Background: an optimization exercise with open tools, aiming at small area, a short achievable clock period and few clock cycles per item. Do not read the settings as production practice.
In this exercise RTL edits were held to simulation tests only and were not proved equivalent to the original.
Power figures rest on the tool's default switching activity, not on a simulated workload.

## ember
Design multichannel_to_mono_pcm16_unit, start of the top module:
module multichannel_to_mono_pcm16_unit (
    input  wire         i_clk,
    input  wire         i_rst_n,
    input  wire         i_cfg_we,
    input  wire [0:0]   i_cfg_index,
    input  wire [3:0]   i_cfg_data,
    input  wire         i_in_valid,
    output logic        o_in_ready,
    input  wire  [31:0] i_sample_bits,
    input  wire         i_silent,
    input  wire         i_packet_last,
    output logic        o_out_valid,
    input  wire         i_out_ready,
    output logic signed [15:0] o_mono_sample,
    output logic        o_packet_end
);
Size: about 1500 cells after synthesis, about 160 flip-flops, roughly 0.012 mm² of cells after synthesis.
export LEC_CHECK = 0
export ABC_AREA = 1
export CAP_MARGIN = 20
export CORE_MARGIN = 2
export CORE_UTILIZATION = 60
export CTS_BUF_LIST = sky130_fd_sc_hd__clkbuf_4 sky130_fd_sc_hd__clkbuf_8
export SLEW_MARGIN = 20
create_clock -name core_clock -period 10.0 [get_ports {i_clk}]
standard.sh (not shown) runs the stock make flow with config.mk's settings and CLKGATE_MAP_FILE= SYNTH_SCRIPT=/design/flow/synth_recipe.tcl, a recipe that flattens the netlist after the stock synthesis.
==> flow/flow/run.sh <==
#!/bin/bash
# The standard layout, with the port buffers made of buf_2 cells instead of the default
# delay buffer (every input and output port still gets its own buffer), and the timing
# repair aiming for 6.5 ns of setup slack at the design's clock period.
set -euo pipefail
bash standard.sh finish "BUFFER_PORTS_ARGS=-buffer_cell sky130_fd_sc_hd__buf_2" SETUP_SLACK_MARGIN=6.5 > standard_flow.log 2>&1
Testbench counts of ember, summed over its fixed seeds: cycles 14,010, frames 3,072.
The following lists how amber was set up differently from ember:
Settings: removing CTS_BUF_LIST (formerly sky130_fd_sc_hd__clkbuf_4 sky130_fd_sc_hd__clkbuf_8).
## What came out
amber vs ember on final clock skew: amber is the lower one.
[compare] base=ember new=amber: largest buffer count on any clock path ~0 delta; number of vias after detailed routing level; non-clock buffer count went down 1.
Input changes introduced in harbor (baseline for comparison: amber):
Settings: CTS_BUF_LIST newly set to sky130_fd_sc_hd__clkbuf_4 sky130_fd_sc_hd__clkbuf_8.
==> flow/flow/run.sh <==
#!/bin/bash
# The standard layout, with the port buffers made of buf_2 cells instead of the default
# delay buffer (every input and output port still gets its own buffer), and the timing
# repair aiming for 7 ns of setup slack at the design's clock period.
set -euo pipefail
bash standard.sh finish "BUFFER_PORTS_ARGS=-buffer_cell sky130_fd_sc_hd__buf_2" SETUP_SLACK_MARGIN=7 > standard_flow.log 2>&1
--- outcome ---
- Between harbor and amber, the design area is higher for harbor.
- | power share of the clock group | higher: amber |
- Relative to amber, the worst vdd rail ir drop measured on harbor has decreased by more than a quarter.
- Clock latency on the worst-skew pair for harbor: 0.04 ns up relative to amber
- harbor vs amber — worst setup slack after layout dropped 0.16 ns.
- harbor: first-pass GRT wire length is 7.9 mm higher than what amber reported.
- Relative slew slack for harbor: 16 points down relative to amber
- harbor vs. amber: portion of the layout cell area used by non-clock buffers went up by 5.3 points.
- harbor vs. amber: count of multi-input gates stayed essentially flat, power fell by 0.000042 W.
For raven, these inputs were changed with respect to harbor:
Settings: a deleted ABC_AREA that had been 1.
==> flow/flow/run.sh <==
#!/bin/bash
# The standard layout, with the port buffers made of buf_2 cells instead of the default
# delay buffer (every input and output port still gets its own buffer), and the timing
# repair aiming for 6.5 ns of setup slack at the design's clock period.
set -euo pipefail
bash standard.sh finish "BUFFER_PORTS_ARGS=-buffer_cell sky130_fd_sc_hd__buf_2" SETUP_SLACK_MARGIN=6.5 > standard_flow.log 2>&1
Notes after the runs:
Main combinational cell family by area after synthesis = compound AO/OA/AOI/OAI gates: raven; main combinational cell family by area after synthesis = simple AND/OR/NAND/NOR gates: harbor
Lower number of stages on the worst setup path was reported by raven, not harbor.
Looking at start point of the critical path, the p_b[17]$_DFFE_PP_ result is from harbor; the p_b[25]$_DFFE_PP_ one comes from raven.
The more densely filled core belongs to harbor, not raven.
Re area share of fa/ha/maj cells after synthesis: raven is 0.29 points up on harbor.
Changes observed in raven relative to harbor: fraction of area in registers now sits higher; count of non-CTS buffers in the layout now sits lower; clock network power now sits higher; worst-case setup margin in the final layout now sits lower; total chip power now sits lower.
[inputs] willow vs raven
Settings: CORE_UTILIZATION: 60 -> 70; ABC_AREA: unset -> 1.
==> comparison <==
- Lower arithmetic-cell share of the synthesized area counting full adders, half adders and majority gates among willow and raven: willow
- Diff raven -> willow: post-synthesis xor/xnor area fraction now sits lower, mean number of vias per cell now sits higher.
- willow: PASS, flow complete, no timing, DRC or antenna violations
- raven ran to completion and came out clean on the timing, design-rule and antenna checks.
- In the route summary, willow ends up with a via count exceeding that of raven.


Starting RTL as in the previous note.
==> flow/config.mk <==
export PLATFORM = sky130hd
export DESIGN_NAME = multichannel_to_mono_pcm16_unit
export DESIGN_NICKNAME = multichannel_to_mono_pcm16_unit
export VERILOG_FILES = /design/flow/design.v
export SDC_FILE = /design/flow/constraint.sdc
export NUM_CORES = 4
export LEC_CHECK = 0
export ABC_AREA = 1
export CAP_MARGIN = 20
export CORE_MARGIN = 2
export CORE_UTILIZATION = 60
export CTS_BUF_LIST = sky130_fd_sc_hd__clkbuf_4 sky130_fd_sc_hd__clkbuf_8
export SLEW_MARGIN = 20
==> flow/constraint.sdc <==
create_clock -name core_clock -period 10.0 [get_ports {i_clk}]
set_input_delay 2.0000 -clock core_clock [delete_from_list [all_inputs] [get_ports {i_clk}]]
set_output_delay 2.0000 -clock core_clock [all_outputs]
set_load 0.01 [all_outputs]
==> flow/flow/run.sh <==
#!/bin/bash
# The standard layout, with the port buffers made of buf_2 cells instead of the default
# delay buffer (every input and output port still gets its own buffer), and the timing
# repair aiming for 6.6 ns of setup slack at the design's clock period.
set -euo pipefail
bash standard.sh finish "BUFFER_PORTS_ARGS=-buffer_cell sky130_fd_sc_hd__buf_2" SETUP_SLACK_MARGIN=6.6 > standard_flow.log 2>&1
The starting point completed with no timing, DRC or antenna violations.
Testbench counts at the start, summed over its fixed seeds: cycles 14,010, frames 3,072.
Edit:
==> flow/flow/run.sh (replaced) <==
#!/bin/bash
# The standard layout, with the port buffers made of buf_2 cells instead of the default
# delay buffer (every input and output port still gets its own buffer), and the timing
# repair aiming for 6.4 ns of setup slack at the design's clock period.
set -euo pipefail
bash standard.sh finish "BUFFER_PORTS_ARGS=-buffer_cell sky130_fd_sc_hd__buf_2" SETUP_SLACK_MARGIN=6.4 > standard_flow.log 2>&1
=> Core utilization went down by 2.0 points; final area went down by a few percent; worst setup slack loses 80 ps; total power went down slightly.
Edit:
==> flow/flow/run.sh (replaced) <==
#!/bin/bash
# The standard layout, with the port buffers made of buf_2 cells instead of the default
# delay buffer (every input and output port still gets its own buffer), and the timing
# repair aiming for 6 ns of setup slack at the design's clock period.
set -euo pipefail
bash standard.sh finish "BUFFER_PORTS_ARGS=-buffer_cell sky130_fd_sc_hd__buf_2" SETUP_SLACK_MARGIN=6 > standard_flow.log 2>&1
Settings changed: ABC_AREA 1 to not set.
=> Maximum frequency drops by 13%. Combinational power came out lower by about 3%. Utilization increases by 0.11 points. Power went up by 5.1%.
Edit:
==> flow/flow/run.sh (replaced) <==
#!/bin/bash
# The standard layout, with the port buffers made of buf_2 cells instead of the default
# delay buffer (every input and output port still gets its own buffer), and the timing
# repair aiming for 6.5 ns of setup slack at the design's clock period.
set -euo pipefail
bash standard.sh finish "BUFFER_PORTS_ARGS=-buffer_cell sky130_fd_sc_hd__buf_2" SETUP_SLACK_MARGIN=6.5 > standard_flow.log 2>&1
Settings changed: ABC_AREA set to 1, CORE_UTILIZATION 60 to 50.
Utilization fell by 11 points.
Worst setup slack gains 590 ps.
Final area is higher by 1.9%.
Via count climbs by about 11%.
Area after synthesis rose by about 1.6%.
Clock-buffer cell count is unchanged.
Clock skew grows by 5.4 ps.


Setup of job 101:
Another version of the RTL of multichannel_to_mono_pcm16_unit (not shown whole).
For scale: about 1300 cells after synthesis, about 150 flip-flops.
Settings: LEC_CHECK=0, CAP_MARGIN=20, CORE_MARGIN=2, CORE_UTILIZATION=60, CTS_BUF_LIST=sky130_fd_sc_hd__clkbuf_4 sky130_fd_sc_hd__clkbuf_8, SLEW_MARGIN=20; clock period 10.0 ns.
run.sh (not shown) runs the stock make flow with config.mk's settings and CLKGATE_MAP_FILE= SYNTH_SCRIPT=/design/flow/synth_recipe.tcl, a recipe that flattens the netlist after the stock synthesis.
Stock flow here: none of the scripts above is used.
Testbench counts of job 101, summed over its fixed seeds: cycles 14,010, frames 3,072.
### job 101 -> job 104
==> flow/flow/run.sh (new file) <==
#!/bin/bash
# The standard layout, with the port buffers made of buf_2 cells instead of the default
# delay buffer: every input and output port still gets its own buffer.
set -euo pipefail
bash standard.sh finish "BUFFER_PORTS_ARGS=-buffer_cell sky130_fd_sc_hd__buf_2" > standard_flow.log 2>&1
==> flow/standard.sh (new file) <==
#!/bin/bash
# synth_recipe.tcl (not shown) runs the flow's synth.tcl, then flattens the netlist and writes it again
# the make line also repeats each setting of config.mk as NAME=value (left out here)
make -C /OpenROAD-flow-scripts/flow DESIGN_CONFIG=/design/flow/config.mk WORK_HOME=/design/flow/orfs CLKGATE_MAP_FILE= SYNTH_SCRIPT=/design/flow/synth_recipe.tcl "${@:-finish}"
removed: flow/run.sh
Results
[job 104 vs job 101] fraction of power consumed by combinational cells: lower in job 104. In the tables for job 104 and job 101, required time of the worst setup path reads higher with job 101. Job 104 vs job 101 on final-layout non-clock buffer area share: job 104 is the lower one. Fraction of layout cells with a size suffix above 1 ended up 4.4 points higher on job 104 than on job 101. Re setup slack of the worst register-to-register path: job 104 and job 101 aren't equal, and the higher value belongs to job 101. Power: job 101 vs job 104 — no meaningful difference.


multichannel_to_mono_pcm16_unit, a different RTL version from the one above (not shown whole).
For scale: about 160 flip-flops, about 0.011 mm2 of cells after synthesis.
export LEC_CHECK = 0
export CAP_MARGIN = 20
export CORE_MARGIN = 2
export CORE_UTILIZATION = 60
export CTS_BUF_LIST = sky130_fd_sc_hd__clkbuf_4 sky130_fd_sc_hd__clkbuf_8
export GPL_TIMING_DRIVEN = 1
export SLEW_MARGIN = 20
create_clock -name core_clock -period 10.0 [get_ports {i_clk}]
standard.sh (not shown) runs the stock make flow with config.mk's settings and CLKGATE_MAP_FILE= SYNTH_SCRIPT=/design/flow/synth_recipe.tcl, a recipe that flattens the netlist after the stock synthesis.
==> flow/flow/run.sh <==
#!/bin/bash
# The standard layout, with the port buffers made of buf_2 cells instead of the default
# delay buffer (every input and output port still gets its own buffer), and the timing
# repair aiming for 6 ns of setup slack at the design's clock period.
set -euo pipefail
bash standard.sh finish "BUFFER_PORTS_ARGS=-buffer_cell sky130_fd_sc_hd__buf_2" SETUP_SLACK_MARGIN=6 > standard_flow.log 2>&1
Testbench counts at the start, summed over its fixed seeds: cycles 14,010, frames 3,072.
Then changed:
--- a/flow/config.mk
+++ b/flow/config.mk
@@ -8,6 +8,5 @@
 export CAP_MARGIN = 20
 export CORE_MARGIN = 2
-export CORE_UTILIZATION = 60
+export CORE_UTILIZATION = 70
 export CTS_BUF_LIST = sky130_fd_sc_hd__clkbuf_4 sky130_fd_sc_hd__clkbuf_8
-export GPL_TIMING_DRIVEN = 1
 export SLEW_MARGIN = 20
=> Combinational power is about the same; final area is lower by 0.57%; worst setup slack loses 39 ps; clock skew rises by 5.5 ps; total power falls by 1.0%; global-route usage rose by 5.4 points; first-iteration DRC count falls by 13%; core utilization is higher by 11 points; wire length grows by 2.9%; maximum frequency goes down by 1.0%; sequential cell count is unchanged.
Then changed:
==> flow/flow/run.sh (replaced) <==
#!/bin/bash
# The standard layout, with the port buffers made of buf_2 cells instead of the default
# delay buffer: every input and output port still gets its own buffer.
set -euo pipefail
bash standard.sh finish "BUFFER_PORTS_ARGS=-buffer_cell sky130_fd_sc_hd__buf_2" > standard_flow.log 2>&1
--- a/flow/config.mk
+++ b/flow/config.mk
@@ -8,5 +8,5 @@
 export CAP_MARGIN = 20
 export CORE_MARGIN = 2
-export CORE_UTILIZATION = 70
+export CORE_UTILIZATION = 60
 export CTS_BUF_LIST = sky130_fd_sc_hd__clkbuf_4 sky130_fd_sc_hd__clkbuf_8
 export SLEW_MARGIN = 20
The changed run went through all stages and came out clean.
Power fell by 4.3%.
Synthesized cell count stays the same.
Core utilization fell by 13 points.
Hold slack degrades by 12 ps.
Sequential cell count does not change.
Register-to-register slack degrades by 680 ps.
Sequential power barely changes.
Then changed:
==> flow/flow/run.sh (replaced) <==
#!/bin/bash
# The standard layout, with the port buffers made of buf_2 cells instead of the default
# delay buffer (every input and output port still gets its own buffer), and the timing
# repair aiming for 6 ns of setup slack at the design's clock period.
set -euo pipefail
bash standard.sh finish "BUFFER_PORTS_ARGS=-buffer_cell sky130_fd_sc_hd__buf_2" SETUP_SLACK_MARGIN=6 > standard_flow.log 2>&1
--- a/flow/config.mk
+++ b/flow/config.mk
@@ -6,4 +6,5 @@
 export NUM_CORES = 4
 export LEC_CHECK = 0
+export ABC_AREA = 1
 export CAP_MARGIN = 20
 export CORE_MARGIN = 2
Result: Power goes up by 2.8%; worst setup slack gets better by 670 ps; die area goes up by 1.1%.


Starting RTL as in the previous note.
clock: 10.0 ns
lec_check: 0
cap_margin: 20
core_margin: 2
core_utilization: 60
cts_buf_list: sky130_fd_sc_hd__clkbuf_4 sky130_fd_sc_hd__clkbuf_8
slew_margin: 20
==> flow/flow/run.sh <==
#!/bin/bash
# The standard layout, with the port buffers made of buf_2 cells instead of the default
# delay buffer (every input and output port still gets its own buffer), and the timing
# repair aiming for 6.5 ns of setup slack at the design's clock period.
set -euo pipefail
bash standard.sh finish "BUFFER_PORTS_ARGS=-buffer_cell sky130_fd_sc_hd__buf_2" SETUP_SLACK_MARGIN=6.5 > standard_flow.log 2>&1
Testbench counts at the start, summed over its fixed seeds: cycles 14,010, frames 3,072.
Then changed:
==> flow/flow/run.sh (replaced) <==
#!/bin/bash
# The standard layout, with the port buffers made of buf_2 cells instead of the default
# delay buffer: every input and output port still gets its own buffer.
set -euo pipefail
bash standard.sh finish "BUFFER_PORTS_ARGS=-buffer_cell sky130_fd_sc_hd__buf_2" > standard_flow.log 2>&1
--- a/flow/config.mk
+++ b/flow/config.mk
@@ -9,4 +9,5 @@
 export CORE_MARGIN = 2
-export CORE_UTILIZATION = 60
+export CORE_UTILIZATION = 65
 export CTS_BUF_LIST = sky130_fd_sc_hd__clkbuf_4 sky130_fd_sc_hd__clkbuf_8
+export CTS_CLUSTER_SIZE = 30
 export SLEW_MARGIN = 20
Result: Via count went down by about 3.7%. Final cell count falls by about 4.6%. Worst hold slack gets worse by 24 ps. Synthesized cell count does not change. Cell area came out lower by about 8%. Global-route usage went down by 0.44 points. Power decreases by about 3.6%. First-iteration DRC count came out higher by 57%. Non-clock buffer count is lower by 56. Critical path depth increases by 11.
Then changed:
==> flow/flow/run.sh (replaced) <==
#!/bin/bash
# The standard layout, with the port buffers made of buf_2 cells instead of the default
# delay buffer (every input and output port still gets its own buffer), and the timing
# repair aiming for 7 ns of setup slack at the design's clock period.
set -euo pipefail
bash standard.sh finish "BUFFER_PORTS_ARGS=-buffer_cell sky130_fd_sc_hd__buf_2" SETUP_SLACK_MARGIN=7 > standard_flow.log 2>&1
--- a/flow/config.mk
+++ b/flow/config.mk
@@ -9,5 +9,4 @@
 export CORE_MARGIN = 2
-export CORE_UTILIZATION = 65
+export CORE_UTILIZATION = 60
 export CTS_BUF_LIST = sky130_fd_sc_hd__clkbuf_4 sky130_fd_sc_hd__clkbuf_8
-export CTS_CLUSTER_SIZE = 30
 export SLEW_MARGIN = 20
=> Critical path depth shrinks by 11; routed wire length goes up by about 30%; sequential power stays flat; total power goes up by 13%; core utilization goes up by 10 points; hold slack improved by 26 ps; combinational power is higher by 58%; die area rises by 8.1%; setup slack gains 790 ps; cell count climbs by 7.9%.
Then changed:
==> flow/flow/run.sh (replaced) <==
#!/bin/bash
# The standard layout, with the port buffers made of buf_2 cells instead of the default
# delay buffer (every input and output port still gets its own buffer), and the timing
# repair aiming for 6 ns of setup slack at the design's clock period.
set -euo pipefail
bash standard.sh finish "BUFFER_PORTS_ARGS=-buffer_cell sky130_fd_sc_hd__buf_2" SETUP_SLACK_MARGIN=6 > standard_flow.log 2>&1
The new run completed with no timing, DRC or antenna violations.
Wire length drops by 21%.
Via count drops by 9.3%.
Total power drops by 7.0%.
Sequential share of layout area climbs by 5.3 points.
Area after synthesis is unchanged.
First-iteration DRC count drops by 7.0%.

==> what the ideal ports hide <==
How much do the figures lean on ideal ports? The routed layouts below were timed once more, with nothing changed but the port constraints. Step 1 assumes that a clkbuf_16 drives the clock port and a buf_2 every other input. Step 2 adds t to the input delays and takes it off the output delays; t is the mean of the earliest and latest rising clock arrival at the registers after step 1. Input paths then give back, and output paths get back, about the clock's delay inside the block. Slacks: no drivers / after step 1 / after step 2; pairs: no drivers / after step 1.
run	shift t [ns]	setup slack, ns	worst slew at a driven data input, ns
ember	0.498	6.625 / 6.625 / 6.135	0.05
amber	0.472	6.588 / 6.588 / 6.135	0.05
harbor	0.497	6.432 / 6.432 / 6.131	0.24
raven	0.490	6.128 / 6.128 / 5.828	0.14
willow	0.508	6.183 / 6.183 / 6.134	0.05
the first run of note 2	0.507	6.575 / 6.575 / 6.235	0.06
the second run of note 2	0.495	6.495 / 6.497 / 6.002	0.04
the third run of note 2	0.502	5.991 / 5.991 / 5.685	0.03
the fourth run of note 2	0.496	6.580 / 6.580 / 6.116	0.05
job 101	0.506	5.058 / 5.064 / 4.558	0.04
job 104	0.495	5.089 / 5.109 / 4.614	0.03
the first run of note 4	0.492	6.104 / 6.060 / 5.735	0.04
the second run of note 4	0.503	6.065 / 6.025 / 5.617	0.03
the third run of note 4	0.487	5.473 / 5.473 / 5.374	0.03
the fourth run of note 4	0.482	6.141 / 6.103 / 5.784	0.03
the first run of note 5	0.500	6.116 / 6.072 / 6.043	0.06
the second run of note 5	0.495	5.296 / 5.296 / 5.251	0.03
the third run of note 5	0.512	6.083 / 6.036 / 5.893	0.25
the fourth run of note 5	0.492	6.104 / 6.060 / 5.735	0.04
After both steps setup and hold are still met in every run listed. The setup slack of job 101, which loses most, moves by +0.006 ns with the drivers and by -0.500 ns with both steps.
